Context: an optimization exercise on an open-source flow, tuned for small area, a short achievable clock period and few clock cycles. The choices shown serve that exercise and are no tape-out recipe.
No run shown here included a check of the RTL's function; only the layout flow was run.
Power and IR drop assume default switching activity.

--- flow/design.v ---
`default_nettype none
package ss_pkg;
	localparam int WAYS  = 3;   
	localparam int XLEN  = 16;
	localparam int PC_W  = 8;   
	localparam int REG_W = 3;
	localparam logic [3:0] OP_NOP  = 4'h0;
	localparam logic [3:0] OP_ADD  = 4'h1;
	localparam logic [3:0] OP_SUB  = 4'h2;
	localparam logic [3:0] OP_ADDI = 4'h3;
	localparam logic [3:0] OP_BNZ  = 4'h4;   
	localparam logic [3:0] OP_HALT = 4'h5;
endpackage
`default_nettype wire
`timescale 1ns/1ps
`default_nettype none
module reg_file (
	input  logic        clock,
	input  logic        reset,
	input  logic        wr_en,
	input  logic [2:0]  wr_rd,
	input  logic [15:0] wr_data,
	input  logic [2:0]  rs1,
	input  logic [2:0]  rs2,
	output logic [15:0] rd1,
	output logic [15:0] rd2,
	output logic [7:0]  nz
);
	logic [16*8-1:0] regs;
	assign regs[15:0] = '0;
	always_ff @(posedge clock) begin
		for (int r = 1; r < 8; r++) begin
			if (!reset)
				regs[16*r +: 16] <= '0;
			else if (wr_en && wr_rd == 3'(r))
				regs[16*r +: 16] <= wr_data;
		end
	end
	assign rd1 = regs[16*rs1 +: 16];
	assign rd2 = regs[16*rs2 +: 16];
	always_comb
		for (int r = 0; r < 8; r++)
			nz[r] = regs[16*r +: 16] != 16'd0;
endmodule
`default_nettype wire
`timescale 1ns/1ps
`default_nettype none
module fetch_unit (
	input  logic       clock,
	input  logic       reset,
	input  logic [1:0] taken,      
	input  logic [1:0] halt,       
	input  logic [1:0] alu,        
	input  logic [15:0] target,    
	output logic [7:0] pc,
	output logic [1:0] valid,      
	output logic       stopped
);
	assign valid[0] = !stopped;
	assign valid[1] = !stopped && !taken[0] && !halt[0] && !alu[1];
	always_ff @(posedge clock) begin
		if (!reset) begin
			pc      <= '0;
			stopped <= 1'b0;
		end else if (!stopped) begin
			if (taken[0])
				pc <= target[7:0];
			else if (valid[1] && taken[1])
				pc <= target[15:8];
			else if (valid[1])
				pc <= pc + 8'd2;
			else
				pc <= pc + 8'd1;
			stopped <= halt[0] || (valid[1] && halt[1]);
		end
	end
endmodule
`default_nettype wire
`timescale 1ns/1ps
`default_nettype none
module decode_stage (
	input  logic [15:0] instr,
	output logic [2:0]  rd,
	output logic [2:0]  rs1,
	output logic [2:0]  rs2,
	output logic        is_alu,    
	output logic        is_sub,
	output logic        is_addi,
	output logic        is_bnz,
	output logic        is_halt,
	output logic        wr,        
	output logic        use1,      
	output logic        use2,      
	output logic [15:0] imm,       
	output logic [7:0]  target     
);
	logic [3:0] op;
	assign op      = instr[15:12];
	assign rd      = instr[11:9];
	assign rs1     = instr[8:6];
	assign rs2     = instr[5:3];
	assign is_alu  = op == ss_pkg::OP_ADD || op == ss_pkg::OP_SUB || op == ss_pkg::OP_ADDI;
	assign is_sub  = op == ss_pkg::OP_SUB;
	assign is_addi = op == ss_pkg::OP_ADDI;
	assign is_bnz  = op == ss_pkg::OP_BNZ;
	assign is_halt = op == ss_pkg::OP_HALT;
	assign wr      = is_alu && rd != 3'd0;
	assign use1    = (is_alu || is_bnz) && rs1 != 3'd0;
	assign use2    = (op == ss_pkg::OP_ADD || op == ss_pkg::OP_SUB) && rs2 != 3'd0;
	assign imm     = {{10{instr[5]}}, instr[5:0]};
	assign target  = {2'b00, instr[5:0]};
endmodule
`default_nettype wire
`timescale 1ns/1ps
`default_nettype none
module exec_stage (
	input  logic        is_alu,
	input  logic        is_sub,
	input  logic        is_addi,
	input  logic [15:0] a,
	input  logic [15:0] b,
	input  logic [15:0] imm,
	output logic [15:0] result,
	output logic        zero
);
	logic [15:0] x, y, s;
	assign x = is_sub ? ~a : a;
	assign y = is_addi ? imm : b;
	ks_add16 u_add (
		.a   (x),
		.b   (y),
		.inv (is_sub),
		.s   (s)
	);
	assign result = is_alu ? s : 16'd0;
	assign zero = (x ^ y) == (is_sub ? 16'hffff : {x[14:0] | y[14:0], 1'b0});
endmodule
module ks_add16 (
	input  logic [15:0] a,
	input  logic [15:0] b,
	input  logic        inv,
	output logic [15:0] s
);
	logic [15:0] p, g;
	logic [15:0] gl [5];
	logic [15:0] pl [5];
	always_comb begin
		p = a ^ b;
		g = a & b;
		gl[0] = g;
		pl[0] = p;
		for (int l = 0; l < 4; l++) begin
			for (int i = 0; i < 16; i++) begin
				if (i >= (1 << l)) begin
					gl[l+1][i] = gl[l][i] | (pl[l][i] & gl[l][i - (1 << l)]);
					pl[l+1][i] = pl[l][i] & pl[l][i - (1 << l)];
				end else begin
					gl[l+1][i] = gl[l][i];
					pl[l+1][i] = pl[l][i];
				end
			end
		end
		s = (p ^ {16{inv}}) ^ {gl[4][14:0], 1'b0};
	end
endmodule
`default_nettype wire
`timescale 1ns/1ps
`default_nettype none
module ss_pipeline (
	input  logic         clock,
	input  logic         reset,
	output logic [7:0]   imem_addr,
	input  logic [47:0]  imem_data,
	output logic [2:0]   commit_valid,
	output logic [23:0]  commit_pc,
	output logic [2:0]   commit_wr_en,
	output logic [8:0]   commit_rd,
	output logic [47:0]  commit_data,
	output logic [2:0]   commit_stop,
	output logic         halted
);
	logic [7:0]  pc;
	logic        stopped;
	logic [1:0]  valid;
	logic [5:0]  rd, rs1, rs2;
	logic [1:0]  is_alu, is_sub, is_addi, is_bnz, is_halt, wr, use1, use2;
	logic [31:0] imm;
	logic [15:0] target;
	logic [15:0] a, b, result;
	logic        zero;
	logic [7:0]  reg_nz;
	logic [1:0]  nz, taken;
	logic [1:0]  c_valid, c_stop;
	logic        c_wr_en;
	logic [7:0]  c_pc;
	logic [5:0]  c_rd;
	logic [15:0] c_data;
	assign imem_addr = pc;
	for (genvar w = 0; w < 2; w++) begin : g_dec
		decode_stage u_dec (
			.instr   (imem_data[16*w +: 16]),
			.rd      (rd[3*w +: 3]),
			.rs1     (rs1[3*w +: 3]),
			.rs2     (rs2[3*w +: 3]),
			.is_alu  (is_alu[w]),
			.is_sub  (is_sub[w]),
			.is_addi (is_addi[w]),
			.is_bnz  (is_bnz[w]),
			.is_halt (is_halt[w]),
			.wr      (wr[w]),
			.use1    (use1[w]),
			.use2    (use2[w]),
			.imm     (imm[16*w +: 16]),
			.target  (target[8*w +: 8])
		);
	end
	reg_file u_reg_file (
		.clock   (clock),
		.reset   (reset),
		.wr_en   (wr[0] && !stopped),
		.wr_rd   (rd[2:0]),
		.wr_data (result),
		.rs1     (rs1[2:0]),
		.rs2     (rs2[2:0]),
		.rd1     (a),
		.rd2     (b),
		.nz      (reg_nz)
	);
	exec_stage u_exec (
		.is_alu  (is_alu[0]),
		.is_sub  (is_sub[0]),
		.is_addi (is_addi[0]),
		.a       (a),
		.b       (b),
		.imm     (imm[15:0]),
		.result  (result),
		.zero    (zero)
	);
	assign nz[0]    = reg_nz[rs1[2:0]];
	assign nz[1]    = wr[0] && rd[2:0] == rs1[5:3] ? !zero : reg_nz[rs1[5:3]];
	assign taken[0] = is_bnz[0] && nz[0];
	assign taken[1] = is_bnz[1] && nz[1];
	fetch_unit u_fetch (
		.clock   (clock),
		.reset   (reset),
		.taken   (taken),
		.halt    (is_halt),
		.alu     (is_alu),
		.target  (target),
		.pc      (pc),
		.valid   (valid),
		.stopped (stopped)
	);
	always_ff @(posedge clock) begin
		c_valid <= valid;
		c_pc    <= pc;
		c_wr_en <= is_alu[0];
		c_rd    <= rd;
		c_data  <= result;
		c_stop  <= is_halt;
		if (!reset)
			c_valid <= '0;
	end
	assign commit_valid = {1'b0, c_valid};
	assign commit_pc    = {8'd0, c_pc + 8'd1, c_pc};
	assign commit_wr_en = {2'b00, c_wr_en};
	assign commit_rd    = {3'd0, c_rd};
	assign commit_data  = {32'd0, c_data};
	assign commit_stop  = {1'b0, c_stop};
	always_ff @(posedge clock) begin
		if (!reset)
			halted <= 1'b0;
		else if (|(c_valid & c_stop))
			halted <= 1'b1;   
	end
endmodule
`default_nettype wire
--- flow/flow/run.sh ---
#!/bin/bash
# The standard layout (standard synthesis, floorplan, placement, CTS,
# routing), except that the port buffers placed before global placement
# are sky130_fd_sc_hd__buf_2 rather than the flow's default choice (a
# clkdlybuf4s50 delay buffer), which is slow on the input and output
# paths. Make's full output goes to flow_make.log in this folder; ORFS
# keeps each step's log under orfs/logs.
set -euo pipefail
bash standard.sh "BUFFER_PORTS_ARGS=-buffer_cell sky130_fd_sc_hd__buf_2" finish > flow_make.log 2>&1
--- flow/standard.sh ---
#!/bin/bash
# synth_recipe.tcl (not shown) runs the flow's synth.tcl, then flattens the netlist and writes it again
# the make line also repeats each setting of config.mk as NAME=value (left out here)
make -C /OpenROAD-flow-scripts/flow DESIGN_CONFIG=/design/flow/config.mk WORK_HOME=/design/flow/orfs CLKGATE_MAP_FILE= SYNTH_SCRIPT=/design/flow/synth_recipe.tcl "${@:-finish}"
--- flow/config.mk ---
export PLATFORM = sky130hd
export DESIGN_NAME = ss_pipeline
export DESIGN_NICKNAME = ss_pipeline
export VERILOG_FILES = /design/flow/design.v
export SDC_FILE = /design/flow/constraint.sdc
export NUM_CORES = 4
export LEC_CHECK = 0
export CAP_MARGIN = 20
export CORE_MARGIN = 2
export CORE_UTILIZATION = 40
export SETUP_SLACK_MARGIN = 2.8
export SLEW_MARGIN = 20
--- flow/constraint.sdc ---
create_clock -name core_clock -period 6.0 [get_ports {clock}]
set_input_delay 1.2000 -clock core_clock [delete_from_list [all_inputs] [get_ports {clock}]]
set_output_delay 1.2000 -clock core_clock [all_outputs]
set_load 0.01 [all_outputs]
==> results_dict.tcl, run 1 <==
set metrics [dict create \
    synth_area_um2 9860 \
    async_reset_ff_frac 0 \
    final.min_clock_period_ns 4.18 \
    synth_cell_type_count 76 \
    antenna_violations_before_repair 1 \
    floorplan.core_area_um2 24200 \
    total_leakage_power_nw 5.26 \
    outcome "finished clean" \
    layout-drive-gt1-share 0.366 \
    route.final.wire_length_mm 36.1 \
    globalplace.congestion 0.969 \
    r2r_setup_slack_ns 2.41 \
    rsz_0062_raised_after_global_routing "true" \
    grt_pass1_vias 8909 \
    final_core_util 0.544 \
    cts.path.max_buffers 2 \
    routedWlPerCell_um 21.5 \
    yosysSeqAreaShare 0.319 \
    postSynthCellCount 1199 \
    multiInputGateArea_um2 7050 \
    max_slew_margin 0.186 \
    dr.pass1.iters 6 \
    grt_max_degree 85 \
    maximum_vdd_drop_mv 0.129 \
    drt_first_iter_violations 990 \
    rows 57 \
    critPathKind "primary input to flop" \
    period_share 0.696 \
    grt_first_pass_wirelength_mm 53.4 \
    synth_edf_count 0 \
    worst-path-max-fanout 8 \
    initial_core_util 0.407 \
    timing.critical_path.from_type "primary input" \
    synth-main-ff-cell "sky130_fd_sc_hd__dfxtp_1" \
    area_overhead_vs_synth_pct 33.8 \
    min-delay-path-class "flop to flop" \
    hold_viol 0 \
    vias 9926 \
    clock_tree.root_cell "sky130_fd_sc_hd__clkbuf_16" \
    fmaxAchievable_ghz 0.239 \
    final.fill_count 2126 \
    setup-tns-final_ns 0 \
    power_density_nw_per_um2 216 \
    cts_bufs_inserted 17 \
    clock_sinks 157 \
    n_antenna_cell 0 \
    drv_slew 0 \
    maxCapViolCount 0 \
    final-seq-area_um2 3140 \
    worst-endpoint-arrival_ns 4.52 \
    portBuffers 85 \
    clkTransAtPathRegs_ns 0.07 \
    report.final.setup_viol 0 \
    route.antenna.remaining_nets 0 \
    dpl.hpwl_mm 23.1 \
    floorplan.die.height_um 161 \
    design.final.nets 1429 \
    cts_tree "done" \
    ctsHtreeMaxLevel 4 \
    count_of_hold_fix_buffers_inserted_at_cts 0 \
    max_slew.worst_pin.slew_ns 1.21 \
    gr-total-overflow 0 \
    ys.warnings.count 6 \
    fin_worst_skew_ns 0.0202 \
    post_drt_via_cell_ratio 5.90 \
    die_area_um2 25900 \
    worstSkewPairLatency_ns 0.44 \
    die_x_um 161 \
    wp_data_required_ns 6.35 \
    synthesis.area_per_instance_um2 8.23 \
    grt_use_total 0.268 \
    drc_errors 0 \
    design.portCount 149 \
    yosys_register_bits 157 \
    worstSetupEndpointType "flop" \
]
layout make-up:
class | count | area share
multi-input cells | 896 | 0.534
flip-flops and latches | 157 | 0.238
repair buffers | 207 | 0.134
clock buffers | 18 | 0.0333
well taps | 324 | 0.0307
inverters | 67 | 0.0191
clock inverters | 14 | 0.0102
path summary, 6_finish.rpt:
check | start | to | depth (start not counted)
max reg2reg | u_reg_file.regs[66] | u_reg_file.regs[28] | 13
max | imem_data[6] | u_reg_file.regs[31] | 24
min | u_fetch.pc[7] | c_pc[7] | 0
min reg2reg | u_fetch.pc[7] | c_pc[7] | 0
cells by family after synthesis:
| kind of cell | synth area share |
|---|---|
| flip-flops | 0.319 |
| buffers and inverters | 0.0941 |
| adder cells (fa/ha/maj) | 0.0419 |
| AO/OA/AOI/OAI | 0.181 |
| other | 0.000380 |
| multiplexers | 0.113 |
| AND/OR/NAND/NOR | 0.197 |
| XOR/XNOR | 0.0547 |
power by group:
group | switching, W | total [W] | internal [W] | leakage, nW
Sequential | 0.0000263 | 0.00109 | 0.00107 | 1.27
Combinational | 0.000371 | 0.000664 | 0.000293 | 3.72
Clock | 0.000503 | 0.00109 | 0.000590 | 0.264
Total | 0.000900 | 0.00285 | 0.00195 | 5.26
flip-flops by register name, summed over array words and instances (netlist names):
signal           cells
u_reg_file.regs    112
c_data              16
c_pc                 8
u_fetch.pc           8
c_rd                 6
c_stop               2
c_valid              2
c_wr_en              1
halted               1
u_fetch.stopped      1
synth_stat cells, types with 5 or more instances:
cell / instances / area (um2)
sky130_fd_sc_hd__clkbuf_1: 59 / 221
sky130_fd_sc_hd__a221oi_1: 20 / 175
sky130_fd_sc_hd__mux2_2: 31 / 349
sky130_fd_sc_hd__inv_1: 66 / 248
sky130_fd_sc_hd__mux4_2: 32 / 721
sky130_fd_sc_hd__a31oi_1: 6 / 37.5
sky130_fd_sc_hd__nand2_1: 163 / 612
sky130_fd_sc_hd__ha_1: 33 / 413
sky130_fd_sc_hd__a211oi_1: 16 / 120
sky130_fd_sc_hd__nand4_1: 7 / 43.8
sky130_fd_sc_hd__and3_1: 11 / 68.8
sky130_fd_sc_hd__nor2_1: 80 / 300
sky130_fd_sc_hd__dfxtp_1: 157 / 3140
sky130_fd_sc_hd__or2_2: 5 / 31.3
sky130_fd_sc_hd__buf_1: 11 / 41.3
sky130_fd_sc_hd__o21ai_0: 55 / 275
sky130_fd_sc_hd__a21oi_1: 110 / 551
sky130_fd_sc_hd__o31ai_1: 14 / 105
sky130_fd_sc_hd__xor2_1: 6 / 52.6
sky130_fd_sc_hd__nor3_1: 20 / 100
sky130_fd_sc_hd__buf_4: 48 / 360
sky130_fd_sc_hd__a22oi_1: 13 / 97.6
sky130_fd_sc_hd__nand3_1: 47 / 235
sky130_fd_sc_hd__nor2b_1: 12 / 75.1
sky130_fd_sc_hd__xnor2_1: 53 / 464
sky130_fd_sc_hd__nor4_1: 31 / 194
cells in the final DEF, fill, tap and decap left out, types with 31 or more instances in the layout:
cell	instances
sky130_fd_sc_hd__a21oi_1	76
sky130_fd_sc_hd__buf_4	84
sky130_fd_sc_hd__inv_1	54
sky130_fd_sc_hd__nor2_1	64
sky130_fd_sc_hd__buf_2	77
sky130_fd_sc_hd__nand3_1	45
sky130_fd_sc_hd__nand2_1	146
sky130_fd_sc_hd__xnor2_1	31
sky130_fd_sc_hd__mux4_2	32
sky130_fd_sc_hd__dfxtp_1	157
sky130_fd_sc_hd__conb_1	47
repair_timing:
| item | 4_1_cts | 5_1_grt |
|---|---|---|
| pin swaps | 69 | 69 |
| hold endpoints to repair | 0 | 0 |
| endpoints found under the setup margin | 136 | 134 |
| gates resized for setup | 161 | 113 |
| gates cloned | 3 | 1 |
| setup buffers | 62 | 34 |
worst max-delay path, cell delays in order:
cell,delay (ns)
sky130_fd_sc_hd__buf_12,0.11
sky130_fd_sc_hd__buf_12,0.13
sky130_fd_sc_hd__buf_6,0.11
sky130_fd_sc_hd__mux4_2,0.49
sky130_fd_sc_hd__inv_2,0.08
sky130_fd_sc_hd__a21oi_4,0.07
sky130_fd_sc_hd__xnor2_2,0.19
sky130_fd_sc_hd__buf_4,0.15
sky130_fd_sc_hd__buf_4,0.12
sky130_fd_sc_hd__buf_4,0.12
sky130_fd_sc_hd__buf_4,0.12
sky130_fd_sc_hd__buf_4,0.12
sky130_fd_sc_hd__buf_4,0.12
sky130_fd_sc_hd__buf_4,0.13
sky130_fd_sc_hd__inv_2,0.07
sky130_fd_sc_hd__ha_4,0.12
sky130_fd_sc_hd__inv_2,0.04
sky130_fd_sc_hd__o221ai_4,0.07
sky130_fd_sc_hd__a211o_1,0.26
sky130_fd_sc_hd__nand2_4,0.08
sky130_fd_sc_hd__buf_12,0.15
sky130_fd_sc_hd__buf_6,0.13
sky130_fd_sc_hd__buf_4,0.13
sky130_fd_sc_hd__a211oi_1,0.17
routing by layer:
| layer | wire length, um | GRT usage |
|---|---|---|
| met2 | 16300 | 0.409 |
| met3 | 3290 | 0.0601 |
| met5 | 0 | 0 |
| met1 | 14800 | 0.356 |
| met4 | 1690 | 0.138 |
metrics by stage:
stage	setup slack [ns]	total power (W)	cell area, um2	cells	hold WS, ns
2_1_floorplan	1.67	0.00146	10300	1245	0.404
3_3_place_gp	0.774	0.00156	10500	1551	0.378
3_5_place_dp	0.711	0.00157	10500	1551	0.381
4_1_cts	1.95	0.00277	12400	1648	0.391
5_1_grt	1.68	0.00295	13200	1683	0.411
6_report	1.82	0.00285	13200	1683	0.397
==> run 2, diff against run 1 <==
--- a/flow/config.mk
+++ b/flow/config.mk
@@ -7,2 +7,3 @@
 export LEC_CHECK = 0
+export ABC_AREA = 1
 export CAP_MARGIN = 20
==> run 2 against run 1 <==
Effect of this change:
- final area increased by 0.31%
- area after synthesis increased by 3.0%
- critical endpoint is now u_reg_file.regs[79]
- register-to-register slack improved by 0.44 ns
- highest routed layer unchanged
- combinational power increased by 22%
- die area increased by 3.0%
- hold slack improved by 0.0019 ns
==> results_dict.tcl, run 2 <==
set metrics [dict create \
    worst-endpoint-arrival_ns 4.15 \
    synthesis.area_per_instance_um2 6.48 \
    ys.warnings.count 6 \
    design.final.nets 1763 \
    rsz_0062_raised_after_global_routing "true" \
    largest-register "u_reg_file.regs" \
    worst-path-max-fanout 8 \
    die_x_um 163 \
    period_share 0.629 \
    slowest_stage "sky130_fd_sc_hd__a32o_2" \
    route.final.wire_length_mm 37.3 \
    final.fill_count 2428 \
    synth_cell_type_count 47 \
    clkTransAtPathRegs_ns 0.06 \
    power_density_nw_per_um2 225 \
    yosysSeqAreaShare 0.309 \
    most_frequent_standard_cell_in_the_layout_excluding_fill_and_tap_cells "sky130_fd_sc_hd__nand2_1" \
    total_leakage_power_nw 5.84 \
    path_cells "buf_16 -> clkinv_16 -> a21oi_2 -> o21ai_1 -> a32o_2 -> xor2_2 -> buf_4 -> ha_2 -> inv_2 -> nand2_4 -> a21oi_4 -> buf_6 -> o21ai_4 -> inv_2 -> nor2_4 -> nor2_4 -> o21ai_4 -> a21oi_2 -> inv_1 -> nand2_2 -> nand3_4 -> a21oi_2" \
    worstSetupEndpointType "flop" \
    placedInstanceArea_um2 10800 \
    postSynthCellCount 1568 \
    yosys-top-cells-area "sky130_fd_sc_hd__dfxtp_1 31%, sky130_fd_sc_hd__o21ai_0 11%, sky130_fd_sc_hd__a21oi_1 10%" \
    ctsHtreeMaxLevel 4 \
    final.min_clock_period_ns 3.77 \
    globalplace.congestion 0.927 \
    stdcell_area_um2 13200 \
    clock_sinks 157 \
    synth_edf_count 0 \
    n_antenna_cell 0 \
    drt_first_iter_violations 1346 \
    wp_data_required_ns 6.37 \
    floorplan.core_area_um2 25000 \
    area_overhead_vs_synth_pct 30.2 \
    vias 11184 \
    cts_tree "done" \
    dr.pass1.iters 6 \
    yosys_register_bits 157 \
    synth-main-ff-cell "sky130_fd_sc_hd__dfxtp_1" \
    count_of_hold_fix_buffers_inserted_at_cts 0 \
    maximum_vdd_drop_mv 0.162 \
    min-delay-path-class "flop to flop" \
    post_synth_most_frequent_cells "252 x sky130_fd_sc_hd__nand2_1, 219 x sky130_fd_sc_hd__o21ai_0, 205 x sky130_fd_sc_hd__a21oi_1, 185 x sky130_fd_sc_hd__inv_1, 157 x sky130_fd_sc_hd__dfxtp_1" \
    outcome "finished clean" \
    die_area_um2 26700 \
    antenna_violations_before_repair 0 \
    grt_first_pass_wirelength_mm 55.6 \
    max_slew_margin 0.386 \
    gr-total-overflow 0 \
    drv_slew 0 \
    place.detailed.instances 1919 \
    maxCapViolCount 0 \
    route.antenna.remaining_nets 0 \
    largest_register_ff_count 112 \
    top_regs "u_reg_file.regs (112), c_data (16)" \
    initial_core_util 0.406 \
    hold_viol 0 \
    setup-tns-final_ns 0 \
    grt_max_degree 103 \
    layout_common_cells "233 x sky130_fd_sc_hd__nand2_1, 193 x sky130_fd_sc_hd__o21ai_0, 157 x sky130_fd_sc_hd__inv_1, 157 x sky130_fd_sc_hd__dfxtp_1, 118 x sky130_fd_sc_hd__nor2_1" \
    synth.top_cell.area_share 0.309 \
    dpl.hpwl_mm 23.6 \
    cts.path.max_buffers 2 \
    floorplan.die.height_um 163 \
    timing.critical_path.from_type "primary input" \
    critPathKind "primary input to flop" \
    cell_taking_the_most_area_after_synthesis "sky130_fd_sc_hd__dfxtp_1" \
    worstSkewPairLatency_ns 0.44 \
    most_frequent_cell_after_synthesis "sky130_fd_sc_hd__nand2_1" \
    critical_path.most_common_cell "sky130_fd_sc_hd__a21oi_2" \
    async_reset_ff_frac 0 \
    routedWlPerCell_um 18.4 \
    portBuffers 85 \
    fmaxAchievable_ghz 0.265 \
    design.portCount 149 \
    report.final.setup_viol 0 \
    clock_tree.root_cell "sky130_fd_sc_hd__clkbuf_16" \
    grt_use_total 0.271 \
    critPathMaxStageDelay_ns 0.33 \
    drc_errors 0 \
    fin_worst_skew_ns 0.0107 \
    final_core_util 0.529 \
    hold-worst-slack_ns 0.399 \
    grt_pass1_vias 10088 \
    synth_area_um2 10200 \
    max_slew.worst_pin.slew_ns 0.920 \
    cts_bufs_inserted 17 \
    rows 58 \
    layout-drive-gt1-share 0.278 \
    finalNonFillerCells 2022 \
    post_drt_via_cell_ratio 5.53 \
]
## run 2: cell count changes after synthesis, sizes merged, moves of 32 or more
cell | previous run | this run
xnor2 | 53 | 4
mux4 | 32 | 0
inv | 66 | 190
nor2 | 81 | 151
a21oi | 110 | 206
nand2 | 163 | 258
nand3 | 47 | 107
o21ai | 57 | 223
## run 2: cell families after synthesis
group / share of synthesized area
AND/OR/NAND/NOR: 0.227
AO/OA/AOI/OAI: 0.250
buffers and inverters: 0.140
flip-flops: 0.309
XOR/XNOR: 0.0327
adder cells (fa/ha/maj): 0.0406
other: 0.000369
## run 2: report_power, final
group / internal [W] / leakage, nW / switching [W] / total [W]
clock: 0.000584 / 0.274 / 0.000479 / 0.00106
combinational: 0.000309 / 4.29 / 0.000499 / 0.000809
sequential: 0.00108 / 1.27 / 0.0000270 / 0.00110
## run 2: area by class of cell
class / count / area, um2 / share of cell area
Multi-Input combinational cell: 1136 / 6820 / 0.515
Sequential cell: 157 / 3140 / 0.237
Timing Repair Buffer: 174 / 1480 / 0.112
Inverter: 191 / 790 / 0.0596
Clock buffer: 19 / 443 / 0.0335
Tap cell: 330 / 413 / 0.0312
Clock inverter: 12 / 114 / 0.00860
Timing Repair inverter: 3 / 31.3 / 0.00236
## run 2: final timing paths
kind	startpoint	endpoint	slack (ns)	depth (start not counted)
setup / recovery	imem_data[6]	u_reg_file.regs[79]	2.23	22
hold / removal	u_fetch.pc[7]	c_pc[7]	0.40	0
setup reg to reg	u_reg_file.regs[97]	u_reg_file.regs[79]	2.85	21
hold reg to reg	u_fetch.pc[7]	c_pc[7]	0.40	0
## run 2: metrics by stage
| stage | total power, W | setup WS (ns) |
|---|---|---|
| after global routing | 0.00310 | 2.14 |
| after floorplan | 0.00157 | 2.07 |
| final | 0.00297 | 2.23 |
| after CTS | 0.00291 | 2.46 |
| after detailed placement | 0.00171 | 1.23 |
| after global placement | 0.00171 | 1.27 |
## run 2: worst max-delay path: cells and delay by family
family,cells,cell delay (ns)
AOI/OAI and AO/OA,8,1.29
buffers and inverters,7,0.77
xor gates and xnor gates,1,0.18
and+or+nand+nor,5,0.52
adders and majority gates,1,0.17
## run 2: timing repair
| item | in CTS | in global routing |
|---|---|---|
| resized for setup | 233 | 94 |
| pin swaps | 83 | 53 |
| cloned | 10 | 1 |
| setup endpoints to repair | 134 | 129 |
| hold endpoints to repair | 0 | 0 |
| buffers inserted | 50 | 11 |
## run 2: layer usage
layer	vias to the layer above	part of all wire	track usage
li1	5312	-	-
met1	5188	0.41	0.352
met2	572	0.46	0.436
met3	112	0.093	0.0554
met4	0	0.039	0.117
met5	-	0	0

==> port drivers added, routing unchanged <==
No port has a modelled driver above. Below, the same layouts with a new extraction and two added sets of constraints. Step 1, drivers: a clkbuf_16 drives clock and a buf_2 each remaining input, both assumed. Step 2 also shifts input and output timing later by t, the mid clock arrival at the registers, as if the neighbouring blocks saw the same clock. Three values: ideal ports, drivers, drivers and shift; two values: the first two.
| run | t, ns | slack for setup (ns) | worst setup path after step 2 |
|---|---|---|---|
| run 1 | 0.482 | 1.823 / 1.753 / 1.271 | input to register |
| run 2 | 0.484 | 2.226 / 2.187 / 1.702 | input to register |
After both steps every run listed still meets setup and hold. The setup slack of run 1, which loses most, moves by -0.070 ns with the drivers and by -0.552 ns with both steps.
